Source: an optimization exercise on an open RTL-to-GDS flow (aim: small area, a short achievable clock period and few clock cycles per item). Production flows keep margins and buffers that such runs may drop. For this run, only the layout was checked, not whether the RTL still works. Power and IR drop assume default switching activity.

[design.v]
package nhm_pkg;
   localparam int unsigned SLOTS_DEF = 16;
   localparam logic [1:0] OP_HEARTBEAT = 2'd0;
   localparam logic [1:0] OP_SILENCE   = 2'd1;
   localparam logic [1:0] OP_QUERY     = 2'd2;
   localparam logic [1:0] OP_RESERVED  = 2'd3;
   localparam logic [2:0] KIND_QUERY     = 3'd0;
   localparam logic [2:0] KIND_ONLINE    = 3'd1;
   localparam logic [2:0] KIND_RECOVERED = 3'd5;
   localparam logic [2:0] KIND_REBOOT    = 3'd6;
   localparam logic [2:0] KIND_SILENT    = 3'd7;
   localparam logic [2:0] CSR_HIBERNATE = 3'd0;
   localparam logic [2:0] CSR_CRITICAL  = 3'd1;
   localparam logic [2:0] CSR_WARNING   = 3'd2;
   localparam logic [2:0] CSR_HYST      = 3'd3;
   localparam logic [2:0] CSR_RB_LIMIT  = 3'd4;
   localparam logic [2:0] CSR_RB_WINDOW = 3'd5;
   localparam logic [2:0] CSR_SILENCE   = 3'd6;
   localparam logic [15:0] HIBERNATE_RST = 16'd330;
   localparam logic [15:0] CRITICAL_RST  = 16'd340;
   localparam logic [15:0] WARNING_RST   = 16'd360;
   localparam logic [15:0] HYST_RST      = 16'd10;
   localparam logic [15:0] RB_LIMIT_RST  = 16'd5;
   localparam logic [31:0] RB_WINDOW_RST = 32'd86400000;
   localparam logic [31:0] SILENCE_RST   = 32'd600000;
   localparam logic [2:0] CS_HIB       = 3'd0;
   localparam logic [2:0] CS_CRIT      = 3'd1;
   localparam logic [2:0] CS_WARN      = 3'd2;
   localparam logic [2:0] CS_WARN_UP   = 3'd3;
   localparam logic [2:0] CS_CRIT_UP   = 3'd4;
   localparam logic [2:0] CS_WINDOW    = 3'd5;
   localparam logic [2:0] CS_REBOOT    = 3'd6;
   localparam logic [2:0] CS_SILENCE   = 3'd7;
   typedef struct packed {
      logic [15:0] hibernate;
      logic [15:0] critical;
      logic [15:0] warning;
      logic [15:0] hyst;
      logic [15:0] rb_limit;
      logic [31:0] rb_window;
      logic [31:0] silence;
   } cfg_type;
   typedef struct packed {
      logic [31:0] node;
      logic [31:0] heard;
      logic [1:0]  level;
      logic        silent;
      logic        seen;
      logic [31:0] win_start;
      logic [15:0] rb_base;
      logic        anom;
   } entry_type;
   typedef enum logic [2:0] {
      ST_IDLE,
      ST_SCAN_RD,
      ST_SCAN_CMP,
      ST_FETCH,
      ST_CMP,
      ST_EVAL,
      ST_EMIT
   } state_type;
endpackage
module nhm_cmp #(
   parameter int W = 32
)(
   input  logic [W-1:0] now,
   input  logic [W-1:0] start,
   input  logic [W-1:0] limit,
   output logic         gt
);
   logic [W-1:0] diff;
   assign diff = now - start;
   assign gt   = diff > limit;
endmodule
import nhm_pkg::*;
module node_health_monitor_table_core #(
   parameter int unsigned SLOTS = SLOTS_DEF,
   parameter int unsigned QD    = 2           
)(
   input  logic        clock,
   input  logic        reset,
   input  logic        req_valid,
   output logic        req_ready,
   input  logic [1:0]  req_opcode,
   input  logic [31:0] req_node_id,
   input  logic [15:0] req_battery_cv,
   input  logic [15:0] req_reboot_total,
   input  logic [31:0] req_now_ms,
   output logic        rsp_valid,
   input  logic        rsp_ready,
   output logic [2:0]  rsp_alert_kind,
   output logic [31:0] rsp_alert_node,
   output logic [15:0] rsp_alert_arg,
   output logic [31:0] rsp_alert_time_ms,
   output logic [31:0] rsp_heard_ms,
   output logic        rsp_last_of_run,
   input  logic        csr_wen,
   input  logic [2:0]  csr_index,
   input  logic [31:0] csr_wdata
);
   localparam int unsigned CW = $clog2(SLOTS + 1);
   localparam int unsigned QW = $clog2(QD + 1);
   nhm_pkg::cfg_type cfg_ff;
   always_ff @(posedge clock) begin
      if (reset) begin
         cfg_ff <= {HIBERNATE_RST, CRITICAL_RST, WARNING_RST, HYST_RST,
                    RB_LIMIT_RST, RB_WINDOW_RST, SILENCE_RST};
      end else if (csr_wen) begin
         unique case (csr_index)
            CSR_HIBERNATE: cfg_ff.hibernate <= csr_wdata[15:0];
            CSR_CRITICAL:  cfg_ff.critical  <= csr_wdata[15:0];
            CSR_WARNING:   cfg_ff.warning   <= csr_wdata[15:0];
            CSR_HYST:      cfg_ff.hyst      <= csr_wdata[15:0];
            CSR_RB_LIMIT:  cfg_ff.rb_limit  <= csr_wdata[15:0];
            CSR_RB_WINDOW: cfg_ff.rb_window <= csr_wdata;
            CSR_SILENCE:   cfg_ff.silence   <= csr_wdata;
            default: ;
         endcase
      end
   end
   logic [31:0] m_node  [SLOTS];
   logic [31:0] m_heard [SLOTS];
   logic [1:0]  m_level [SLOTS];
   logic        m_silent[SLOTS];
   logic [31:0] m_wstart[SLOTS];
   logic [15:0] m_rbase [SLOTS];
   logic        m_anom  [SLOTS];
   logic [CW-1:0] used_ff;             
   logic        s_v;
   logic [1:0]  s_op;
   logic [31:0] s_id;
   logic [15:0] s_cv;
   logic [15:0] s_rb;
   logic [31:0] s_now;
   logic [1:0]  s_lvl;
   logic        s_warn_up, s_crit_up;
   logic [SLOTS-1:0] s_hit;
   logic accept, in_v;
   logic [SLOTS-1:0] cam, in_hit, s_wsel;
   logic s_claim, fwd, stall, s_go;
   logic [1:0] in_lvl;
   logic [16:0] warn_up, crit_up;
   assign accept = req_valid && req_ready;
   assign in_v   = accept && req_node_id != 32'd0 && req_opcode != OP_RESERVED;
   always_comb begin
      for (int i = 0; i < SLOTS; i++) begin
         cam[i] = (CW'(i) < used_ff) && (m_node[i] == req_node_id);
      end
   end
   assign fwd    = s_claim && (s_id == req_node_id);
   assign in_hit = fwd ? s_wsel : cam;
   assign warn_up = {1'b0, cfg_ff.warning}  + {1'b0, cfg_ff.hyst};
   assign crit_up = {1'b0, cfg_ff.critical} + {1'b0, cfg_ff.hyst};
   assign in_lvl  = (req_battery_cv < cfg_ff.hibernate) ? 2'd3 :
                    (req_battery_cv < cfg_ff.critical)  ? 2'd2 :
                    (req_battery_cv < cfg_ff.warning)   ? 2'd1 : 2'd0;
   always_ff @(posedge clock) begin
      if (reset) begin
         s_v <= 1'b0;
      end else if (!stall) begin
         s_v <= in_v;
      end
      if (accept) begin
         s_op      <= req_opcode;
         s_id      <= req_node_id;
         s_cv      <= req_battery_cv;
         s_rb      <= req_reboot_total;
         s_now     <= req_now_ms;
         s_lvl     <= in_lvl;
         s_warn_up <= {1'b0, req_battery_cv} >= warn_up;
         s_crit_up <= {1'b0, req_battery_cv} >= crit_up;
         s_hit     <= in_hit;
      end
   end
   logic        hitany, full;
   logic [31:0] e_heard, e_wstart;
   logic [15:0] e_rbase;
   logic [1:0]  e_level;
   logic        e_silent, e_anom;
   always_comb begin
      e_heard = '0; e_wstart = '0; e_rbase = '0; e_level = '0; e_silent = 1'b0; e_anom = 1'b0;
      for (int i = 0; i < SLOTS; i++) begin
         e_heard  = e_heard  | ({32{s_hit[i]}} & m_heard[i]);
         e_wstart = e_wstart | ({32{s_hit[i]}} & m_wstart[i]);
         e_rbase  = e_rbase  | ({16{s_hit[i]}} & m_rbase[i]);
         e_level  = e_level  | ({2{s_hit[i]}}  & m_level[i]);
         e_silent = e_silent | (s_hit[i] & m_silent[i]);
         e_anom   = e_anom   | (s_hit[i] & m_anom[i]);
      end
   end
   assign hitany  = |s_hit;
   assign full    = used_ff == CW'(SLOTS);
   assign s_go    = s_v && !stall;
   assign s_claim = s_go && s_op == OP_HEARTBEAT && !hitany && !full;
   always_comb begin
      for (int i = 0; i < SLOTS; i++) begin
         s_wsel[i] = s_hit[i] | (!hitany && used_ff == CW'(i));
      end
   end
   logic win_gt, sil_gt, rb_gt;
   nhm_cmp #(.W(32)) u_win (.now(s_now), .start(e_wstart), .limit(cfg_ff.rb_window), .gt(win_gt));
   nhm_cmp #(.W(32)) u_sil (.now(s_now), .start(e_heard),  .limit(cfg_ff.silence),   .gt(sil_gt));
   nhm_cmp #(.W(16)) u_rb  (.now(s_rb),  .start(e_rbase),  .limit(cfg_ff.rb_limit),  .gt(rb_gt));
   logic       do_hb, do_sil, do_qry;
   logic [1:0] lvl0, n_level;
   logic       ev_on, ev_rb, ev_sil;
   logic [2:0] ev_lk;
   logic       restart, n_anom;
   always_comb begin
      do_hb  = s_go && s_op == OP_HEARTBEAT && (hitany || !full);
      do_qry = s_go && s_op == OP_QUERY;
      do_sil = s_go && s_op == OP_SILENCE && hitany && !e_silent && sil_gt;
      ev_on  = hitany && e_silent;
      lvl0   = hitany ? e_level : s_lvl;
      n_level = lvl0;
      ev_lk  = 3'd0;
      if (s_lvl > lvl0) begin
         n_level = s_lvl;
         ev_lk   = 3'd1 + {1'b0, s_lvl};
      end else if (lvl0 != 2'd0) begin
         if (s_warn_up) begin
            n_level = 2'd0;
            ev_lk   = KIND_RECOVERED;
         end else if (lvl0 >= 2'd2 && s_crit_up) begin
            n_level = lvl0 - 2'd1;
         end
      end
      restart = win_gt || e_rbase == 16'd0;
      ev_rb   = !restart && rb_gt && !e_anom;
      n_anom  = !restart && (e_anom || rb_gt);
   end
   always_ff @(posedge clock) begin
      for (int i = 0; i < SLOTS; i++) begin
         if (s_wsel[i] && s_claim) begin
            m_node[i] <= s_id;
         end
         if (s_wsel[i] && do_hb) begin
            m_heard[i] <= s_now;
            m_level[i] <= n_level;
            m_anom[i]  <= n_anom;
         end
         if (s_wsel[i] && (do_hb || do_sil)) begin
            m_silent[i] <= do_sil;
         end
         if (s_wsel[i] && do_hb && restart) begin
            m_wstart[i] <= s_now;
            m_rbase[i]  <= s_rb;
         end
      end
   end
   always_ff @(posedge clock) begin
      if (reset) begin
         used_ff <= '0;
      end else if (s_claim) begin
         used_ff <= used_ff + CW'(1);
      end
   end
   typedef struct packed {
      logic [31:0] node;
      logic [31:0] at;
      logic [31:0] data;      
      logic        q;
      logic        on;
      logic [2:0]  lk;
      logic        rb;
      logic        sl;
   } rec_type;
   rec_type q_ff [QD];
   rec_type n_rec;
   logic [QW-1:0] qn_ff;
   logic push, pop, beat;
   logic n_last;
   logic [QW:0] occ_nx;
   always_comb begin
      n_rec.node = s_id;
      n_rec.at   = s_now;
      n_rec.data = do_qry ? e_heard : {s_cv, s_rb};
      n_rec.q    = do_qry;
      n_rec.on   = do_hb && ev_on;
      n_rec.lk   = do_hb ? ev_lk : 3'd0;
      n_rec.rb   = do_hb && ev_rb;
      n_rec.sl   = do_sil;
   end
   assign push = do_qry || do_sil || (do_hb && (ev_on || ev_lk != 3'd0 || ev_rb));
   rec_type h;
   assign h = q_ff[0];
   assign rsp_valid = qn_ff != '0;
   assign beat = rsp_valid && rsp_ready;
   assign n_last = ({1'b0, h.on} + {1'b0, h.lk != 3'd0} + {1'b0, h.rb}) <= 2'd1;
   assign pop = beat && n_last;
   assign stall = s_v && qn_ff == QW'(QD) && !pop;
   assign rsp_alert_kind    = h.on ? KIND_ONLINE : (h.lk != 3'd0) ? h.lk :
                              h.rb ? KIND_REBOOT : h.sl ? KIND_SILENT : KIND_QUERY;
   assign rsp_alert_arg     = h.on ? 16'd0 : (h.lk != 3'd0) ? h.data[31:16] :
                              h.rb ? h.data[15:0] : 16'd0;
   assign rsp_alert_node    = h.node;
   assign rsp_alert_time_ms = h.at;
   assign rsp_heard_ms      = h.q ? h.data : 32'd0;
   assign rsp_last_of_run   = n_last;
   always_ff @(posedge clock) begin
      for (int i = 0; i < QD; i++) begin
         if (pop) begin
            if (i + 1 < QD && QW'(i + 1) < qn_ff) begin
               q_ff[i] <= q_ff[(i + 1 < QD) ? i + 1 : i];
            end else if (push && QW'(i + 1) == qn_ff) begin
               q_ff[i] <= n_rec;
            end
         end else if (push && QW'(i) == qn_ff) begin
            q_ff[i] <= n_rec;
         end else if (i == 0 && beat) begin
            if (h.on)              q_ff[0].on <= 1'b0;
            else if (h.lk != 3'd0) q_ff[0].lk <= 3'd0;
            else                   q_ff[0].rb <= 1'b0;
         end
      end
   end
   assign occ_nx = {1'b0, qn_ff} + (QW+1)'(push) - (QW+1)'(pop);
   always_ff @(posedge clock) begin
      if (reset) begin
         qn_ff     <= '0;
         req_ready <= 1'b0;
      end else begin
         qn_ff     <= occ_nx[QW-1:0];
         req_ready <= !(stall ? s_v : in_v) || occ_nx < (QW+1)'(QD);
      end
   end
endmodule
[run.sh]
#!/bin/bash
# synth_recipe.tcl (not shown) runs the flow's synth.tcl, then flattens the netlist and writes it again
# the make line also repeats each setting of config.mk as NAME=value (left out here)
make -C /OpenROAD-flow-scripts/flow DESIGN_CONFIG=/design/flow/config.mk WORK_HOME=/design/flow/orfs CLKGATE_MAP_FILE= SYNTH_SCRIPT=/design/flow/synth_recipe.tcl finish
[config.mk]
export PLATFORM = sky130hd
export DESIGN_NAME = node_health_monitor_table_core
export DESIGN_NICKNAME = node_health_monitor_table_core
export VERILOG_FILES = /design/flow/design.v
export SDC_FILE = /design/flow/constraint.sdc
export NUM_CORES = 4
export LEC_CHECK = 0
export CAP_MARGIN = 20
export CORE_MARGIN = 2
export CORE_UTILIZATION = 40
export SLEW_MARGIN = 20
[constraint.sdc]
create_clock -name core_clock -period 8.0 [get_ports {clock}]
set_input_delay 1.6000 -clock core_clock [delete_from_list [all_inputs] [get_ports {clock}]]
set_output_delay 1.6000 -clock core_clock [all_outputs]
set_load 0.01 [all_outputs]
==> notes.md <==
## worst register-to-register path: cells and delay by family, from the launching register on
family	cells	cell delay, ps
DFF	1	440
AOI/OAI and AO/OA	15	3160
and+or+nand+nor	7	1670
adders and majority gates	5	1380
xor gates and xnor gates	2	300
buffers and inverters	3	380
## Yosys cell counts, drive strengths merged, types with 22 or more instances
| master | n | area share |
|---|---|---|
| edfxtp | 1960 | 0.67 |
| a22oi | 423 | 0.036 |
| xnor2 | 377 | 0.037 |
| nand2 | 348 | 0.015 |
| ha | 275 | 0.039 |
| xor2 | 267 | 0.026 |
| a21oi | 249 | 0.014 |
| nor2 | 228 | 0.0097 |
| buf | 201 | 0.014 |
| clkbuf | 180 | 0.0076 |
| inv | 171 | 0.0073 |
| nand4 | 170 | 0.012 |
| nand3 | 166 | 0.0094 |
| dfxtp | 153 | 0.035 |
| a221oi | 129 | 0.013 |
| a22o | 125 | 0.012 |
| nor4 | 80 | 0.0057 |
| nor3 | 56 | 0.0033 |
| o21ai | 56 | 0.0032 |
| a21o | 53 | 0.0045 |
| nor2b | 33 | 0.0023 |
| o21a | 29 | 0.0025 |
| nand2b | 27 | 0.0019 |
| nand3b | 22 | 0.0019 |
## cell type report
type	instances	area [um2]
fillers	18900	118000
repair buffers	392	3860
inverters	171	642
flip-flops and latches	2113	61900
multi-input cells	3443	24600
well taps	2958	3700
clock inverters	118	1050
clock buffers	273	5600
diodes	4	10.0
## power by group through the flow
stage	Combinational, mW	Sequential [mW]	Clock, mW
detailed placement	2.09	12.7	0
finish	2.13	12.5	9.60
global placement	2.07	12.7	0
CTS	2.10	12.5	9.71
floorplan	1.06	12.7	0
global route	2.24	12.5	10.1
## layer usage
metal | vias to the layer above | global-route usage | wire length (um)
met2 | 3181 | 0.397 | 131000
met5 | - | 0 | 89
met1 | 28600 | 0.343 | 114000
li1 | 23500 | - | -
met4 | 12 | 0.0672 | 8010
met3 | 476 | 0.0484 | 29300
## kinds of logic after synthesis
logic type / after synthesis / share of synthesized area
multiplexers: 17 / 0.00195
adder cells (fa/ha/maj): 281 / 0.0403
other: 2 / 0.0000850
AND/OR/NAND/NOR: 1189 / 0.0658
buffers and inverters: 552 / 0.0290
XOR/XNOR: 644 / 0.0638
AO/OA/AOI/OAI: 1199 / 0.0984
flip-flops: 2113 / 0.701
## how the worst max path moves through the flow
stage / startpoint / end / slack, ps / cells past startpoint
floorplan: s_hit[12] / m_rbase[10][0] / 240 / 26
global placement: s_hit[0] / req_ready / 640 / 32
detailed placement: s_hit[0] / req_ready / 670 / 32
CTS: s_hit[0] / req_ready / 620 / 32
global route: s_hit[2] / req_ready / 50 / 33
finish: s_hit[2] / req_ready / 590 / 32
## registers in the layout, indices dropped and copies added, names as in the netlist, 5 cells and up
signal	flops
m_silent	16
m_heard	512
s_id	32
s_now	32
m_anom	16
m_node	512
m_level	32
s_hit	16
used_ff	5
s_rb	16
m_rbase	256
cfg_ff	144
m_wstart	512
## through the flow
step           cells  area [um2]
6_report        9472      101000
5_1_grt         9469      101000
4_1_cts         9466      101000
3_5_place_dp    9075       94700
3_3_place_gp    9074       94700
2_1_floorplan   6108       88800
## what timing repair did
| item | CTS | global route |
|---|---|---|
| setup endpoints to repair | 0 | 1 |
| endpoints found under the hold margin | 0 | 0 |
| gates resized for setup | 0 | 1 |
==> flow_summary.yaml <==
hold_path:
  min_from: "cfg_ff[130]"
  holdCritPathClass: "reg2reg"
  min_to: "cfg_ff[130]"
  min_path_cells: 2
timing:
  period_share: 0.926
  tightest_slew_ps: 1140
  fin_skew_ps: 71.1
  layout_setup_ws_ps: 595
  drv_slew: 0
  rsz0062_at_grt: "no"
  maxSlewHeadroom: 0.239
  whs_ps: 452
  final.setup.tns_ps: 0
  fin_crit_ps: 7410
  setup_viol: 0
  fmax_ghz: 0.135
  hold_viol_final: 0
detailed_routing:
  vias_per_cell: 5.89
  drt_iter0_markers: 6832
  ant_nets: 0
  firstDrtPassIters: 8
  routedWlPerCell_um: 29.9
  via_count: 55800
  wl_um: 283000
  remaining_drc_errors: 0
setup_path:
  max_stage_delay_ps: 540
  crit_required_ps: 8780
  reg2reg_from: "s_hit[2]"
  crit_type: "reg2reg"
  cp.arrival_ps: 8190
  critPathMaxFanout: 17
  rrSetupSlack_ps: 590
  ff2ff_path_depth: 32
  setup.worst_path.end_class: "flop"
  critPathLaunchType: "flop"
  reg2reg_to: "req_ready"
  cp_top_family: "compound AO/OA/AOI/OAI gates"
  cpMaxStageDelayCell: "or4b_1"
  critPathBufInv: 3
clock_network:
  cts.sinks: 2113
  clk_latency_ps: 870
  cts_tree: "yes"
  clk_path_buf_depth: 3
  htreeDepth: 4
  cts_root_buffer: "clkbuf_16"
  post_cts_buffers: 0
  cts_hold_buffers: 0
  cts_buffers: 211
  cts.clk_slew.worst_paths_ps: 60
die:
  coreArea_um2: 220000
  dieArea_um2: 225000
  start_util: 0.402
  dieWidth_um: 474
  die_height_um: 474
  io-pin-count: 256
  rows: 172
power_and_ir_drop:
  switching_power_mw: 5.95
  p_comb_frac: 0.088
  clkPwrFrac: 0.397
  p_sw_frac: 0.246
  p_per_area_nw_per_um2: 239
  seqPwrFrac: 0.515
  ir_drop_mv: 0.249
  power.internal_mw: 18.3
  total_power_mw: 24.2
  leakage_nw: 33.8
logic_synthesis:
  synth.yosys.seq_area_share: 0.701
  synth_enable_flop_cells: 1960
  synth_cells: 5997
  synth.distinct_cells: 78
  synth-main-ff-cell: "edfxtp_1"
  yosys_register_bits: 2113
  synth_area_um2: 88400
  async_flop_share: 0
  avgSynthCellArea_um2: 14.7
  yosysWarnings: 17
finish:
  area_delta_synth_final_pct: 14.7
  nNetsFinal: 6751
  drive_above_1_share: 0.0940
  final_cell_mix: "1960 x edfxtp_1, 423 x a22oi_1, 377 x xnor2_1, 348 x nand2_1, 275 x ha_1"
  final_common_cell: "edfxtp_1"
  postLayoutCoreUtil: 0.462
global_route:
  grt_pass1_vias: 53500
  grt_max_degree: 93
  gr-usage-all-layers: 0.247
  antenna_found_initial: 14
  grt_pass1_wl_um: 397000
  grt_overflow: 0
placed_design:
  port_buffers: 142
  dp_slack_ps: 672
  gp_congestion: 0.893
  post-dp-hpwl_um: 170000
run_status:
  outcome: "finished clean"
flow_run:
  cap_violations: 0

-- afterwards: timing with drivers on the ports --
Ports are ideal in the flow. The routed layout listed here was re-timed in OpenROAD. Step 1: set_driving_cell puts a clkbuf_16 on clock and a buf_2 on each other input, an assumption about the parent block. Step 2 times the ports against the registers' clock, not the clock port: input delays grow and output delays shrink by t, the midpoint of the rising clock arrivals with the driver on. a / b / c = ideal ports / drivers / drivers and shift; a / b = the first two.
t (ns): 0.929
setup WS [ns]: 0.595 / 0.595 / 0.595
hold WS [ns]: 0.452 / 0.452 / 0.452
worst setup path at the end: register to register
worst slew at a driven data input, ns: 0.13
After both steps setup and hold are still met in this run. The setup slack of this run moves by 0.000 ns with the drivers and by 0.000 ns with both steps.
